Source: an optimization exercise on an open RTL-to-GDS flow (aim: small area, a short achievable clock period and few clock cycles per item). Production flows keep margins and buffers that such runs may drop.
In this exercise RTL edits were held to simulation tests only and were not proved equivalent to the original.
Power is estimated from default activity; no workload was simulated.

Design tetris_game, start of the top module:
module tetris_game (
	input logic clk,
	input logic rst_n,
	input logic in_valid,
	input logic [2:0] tetromino,
	input logic [2:0] position,
	output logic score_valid,
	output logic tetris_valid,
	output logic [3:0] score,
	output logic fail,
	output logic [71:0] tetris
);
Size in the first run: roughly 1500 cells after synthesis, about 84 flip-flops, roughly 88 I/O pins, roughly 10000 µm² of cells after synthesis.
export LEC_CHECK = 0
export CAP_MARGIN = 20
export CORE_MARGIN = 2
export CORE_UTILIZATION = 40
export CTS_BUF_LIST = sky130_fd_sc_hd__clkbuf_4 sky130_fd_sc_hd__clkbuf_8
export SETUP_SLACK_MARGIN = 3
export SLEW_MARGIN = 20
create_clock -name core_clock -period 11.0 [get_ports {clk}]
standard.sh (not shown) runs the stock make flow with config.mk's settings and CLKGATE_MAP_FILE= SYNTH_SCRIPT=/design/flow/synth_recipe.tcl, a recipe that flattens the netlist after the stock synthesis.
==> flow/flow/run.sh <==
#!/bin/bash
# Own flow: the standard layout with two changes.
#  - Yosys's ABC step maps with flow/map.abc (deep AIG resynthesis, then an area-oriented mapping;
#    sizing is left to OpenROAD's repair) in place of ORFS's speed script.
#    Everything else, registers included, is the standard synthesis script.
#  - Port buffers are sky130_fd_sc_hd__buf_1 cells (every port still gets one).
set -euo pipefail
W=$(pwd)
cat > "$W/own_synth.tcl" <<EOT
proc abc {args} {
  set i [lsearch -exact \$args -script]
  if {\$i >= 0} { set args [lreplace \$args \$i [expr {\$i + 1}] -script $W/flow/map.abc] }
  yosys abc {*}\$args
}
source $W/synth_recipe.tcl
EOT
sed "s#$W/synth_recipe.tcl#$W/own_synth.tcl#g" standard.sh > own_standard.sh
grep -q own_synth.tcl own_standard.sh
bash own_standard.sh "BUFFER_PORTS_ARGS=-buffer_cell sky130_fd_sc_hd__buf_1" finish > "$W/flow.log" 2>&1
==> flow/flow/map.abc <==
strash
&get -n
&fraig -x
&put
scorr
dc2
strash
&get -n
&deepsyn -T 40
&put
strash
&get -n
&dch -f
&nf
&put
topo
stime -c
upsize -c
dnsize -c
The starting point finished with timing, DRC and antenna clean.
Testbench counts at the start, summed over its fixed seeds: cycles 3,208, pieces 3,200.
==> next run, changes <==
==> flow/flow/run.sh (replaced) <==
#!/bin/bash
# Own flow: the standard layout, with Yosys's ABC step using flow/map.abc
# (an area-oriented mapping; sizing is left to OpenROAD) in place of ORFS's speed script. Everything else,
# registers included, comes from the standard synthesis script.
set -euo pipefail
W=$(pwd)
cat > "$W/own_synth.tcl" <<EOT
proc abc {args} {
  set i [lsearch -exact \$args -script]
  if {\$i >= 0} { set args [lreplace \$args \$i [expr {\$i + 1}] -script $W/flow/map.abc] }
  yosys abc {*}\$args
}
source $W/synth_recipe.tcl
EOT
sed "s#$W/synth_recipe.tcl#$W/own_synth.tcl#g" standard.sh > own_standard.sh
grep -q own_synth.tcl own_standard.sh
bash own_standard.sh > "$W/flow.log" 2>&1
==> flow/flow/map.abc (replaced) <==
strash
&get -n
&fraig -x
&put
scorr
dc2
strash
&get -n
&dch -f
&nf
&put
topo
stime -c
upsize -c
dnsize -c
--- a/flow/config.mk
+++ b/flow/config.mk
@@ -8,6 +8,5 @@
 export CAP_MARGIN = 20
 export CORE_MARGIN = 2
-export CORE_UTILIZATION = 40
-export CTS_BUF_LIST = sky130_fd_sc_hd__clkbuf_4 sky130_fd_sc_hd__clkbuf_8
+export CORE_UTILIZATION = 38
 export SETUP_SLACK_MARGIN = 3
 export SLEW_MARGIN = 20
Utilization came out higher by 3.4 points.
Die area came out higher by 9.8%.
Critical path depth came out higher by 2.
Area after synthesis came out higher by 4.5%.
Routed wire length came out higher by 14%.
Cell area came out higher by 18%.
Setup slack gets better by 0.073 ns.
Maximum frequency came out higher by 0.91%.
Via count came out higher by 9.9%.
Total power came out higher by 14%.
Combinational power came out higher by 14%.
==> next run, changes <==
==> flow/flow/run.sh (replaced) <==
#!/bin/bash
# Own flow: the standard layout with two changes.
#  - Yosys's ABC step maps with flow/map.abc (deep AIG resynthesis, then a mapping that trades delay for area;
#    sizing is left to OpenROAD's repair) in place of ORFS's speed script.
#    Everything else, registers included, is the standard synthesis script.
#  - Port buffers are sky130_fd_sc_hd__buf_1 cells (every port still gets one).
set -euo pipefail
W=$(pwd)
cat > "$W/own_synth.tcl" <<EOT
proc abc {args} {
  set i [lsearch -exact \$args -script]
  if {\$i >= 0} { set args [lreplace \$args \$i [expr {\$i + 1}] -script $W/flow/map.abc] }
  yosys abc {*}\$args
}
source $W/synth_recipe.tcl
EOT
sed "s#$W/synth_recipe.tcl#$W/own_synth.tcl#g" standard.sh > own_standard.sh
grep -q own_synth.tcl own_standard.sh
bash own_standard.sh "BUFFER_PORTS_ARGS=-buffer_cell sky130_fd_sc_hd__buf_1" finish > "$W/flow.log" 2>&1
==> flow/flow/map.abc (replaced) <==
strash
&get -n
&fraig -x
&put
scorr
dc2
strash
&get -n
&deepsyn -T 40
&put
strash
&get -n
&dch -f
&nf -R 200
&put
topo
stime -c
upsize -c
dnsize -c
--- a/flow/config.mk
+++ b/flow/config.mk
@@ -8,5 +8,5 @@
 export CAP_MARGIN = 20
 export CORE_MARGIN = 2
-export CORE_UTILIZATION = 38
-export SETUP_SLACK_MARGIN = 3
+export CORE_UTILIZATION = 35
+export SETUP_SLACK_MARGIN = 2.5
 export SLEW_MARGIN = 20
Outcome: Via count went down by 20%. Global-route usage falls by 7.3 points. Power decreases by 18%. Routed wire length decreases by 26%. Maximum frequency fell by 4.5%. Clock-buffer cell count rises by 2. Setup slack is worse by 0.37 ns. Core utilization is lower by 8.6 points. Final area went down by 24%. Sequential share of layout area rose by 3.6 points.
==> next run, changes <==
--- a/flow/config.mk
+++ b/flow/config.mk
@@ -8,5 +8,5 @@
 export CAP_MARGIN = 20
 export CORE_MARGIN = 2
-export CORE_UTILIZATION = 35
-export SETUP_SLACK_MARGIN = 2.5
+export CORE_UTILIZATION = 40
+export SETUP_SLACK_MARGIN = 2
 export SLEW_MARGIN = 20
Cell count drops by a few percent.
Area after synthesis is unchanged.
Global-route usage goes up by 4.5 points.
Setup slack gets worse by 0.44 ns.
Core utilization climbs by 4.4 points.
Cell area goes down by a few percent.
Clock skew went up by 0.0056 ns.
Maximum frequency fell by a few percent.
Die area falls by roughly a tenth.
Combinational power falls by a few percent.

[port drivers added, routing unchanged]
Ports are ideal in the flow. The routed layouts listed here were re-timed in OpenROAD.
Step 1 (the two cells are an assumption about what drives the block):
set clk [get_ports {clk}]
set_driving_cell -lib_cell sky130_fd_sc_hd__clkbuf_16 $clk
set_driving_cell -lib_cell sky130_fd_sc_hd__buf_2 [delete_from_list [all_inputs] $clk]
Step 2 moves the port delays by t, midway between the first and last clock arrival at a register: inputs arrive t later, outputs are due t later. That takes back most of the time a late clock gives input paths.
Slacks: ideal ports / drivers / drivers and shift; pairs: ideal ports / drivers.
| run | shift t [ns] | setup WS [ns] | slew at the worst register clock pin (ns) |
|---|---|---|---|
| the first run | 0.446 | 2.916 / 2.940 / 2.495 | 0.12 / 0.12 |
| the second run | 0.419 | 2.989 / 3.015 / 2.596 | 0.08 / 0.08 |
| the third run | 0.410 | 2.615 / 2.637 / 2.227 | 0.08 / 0.08 |
| the fourth run | 0.398 | 2.170 / 2.190 / 1.792 | 0.07 / 0.07 |
After both steps every run listed still meets setup and hold. For the first run, which loses most, drivers alone change the setup slack by +0.024 ns; drivers and shift together by -0.421 ns.
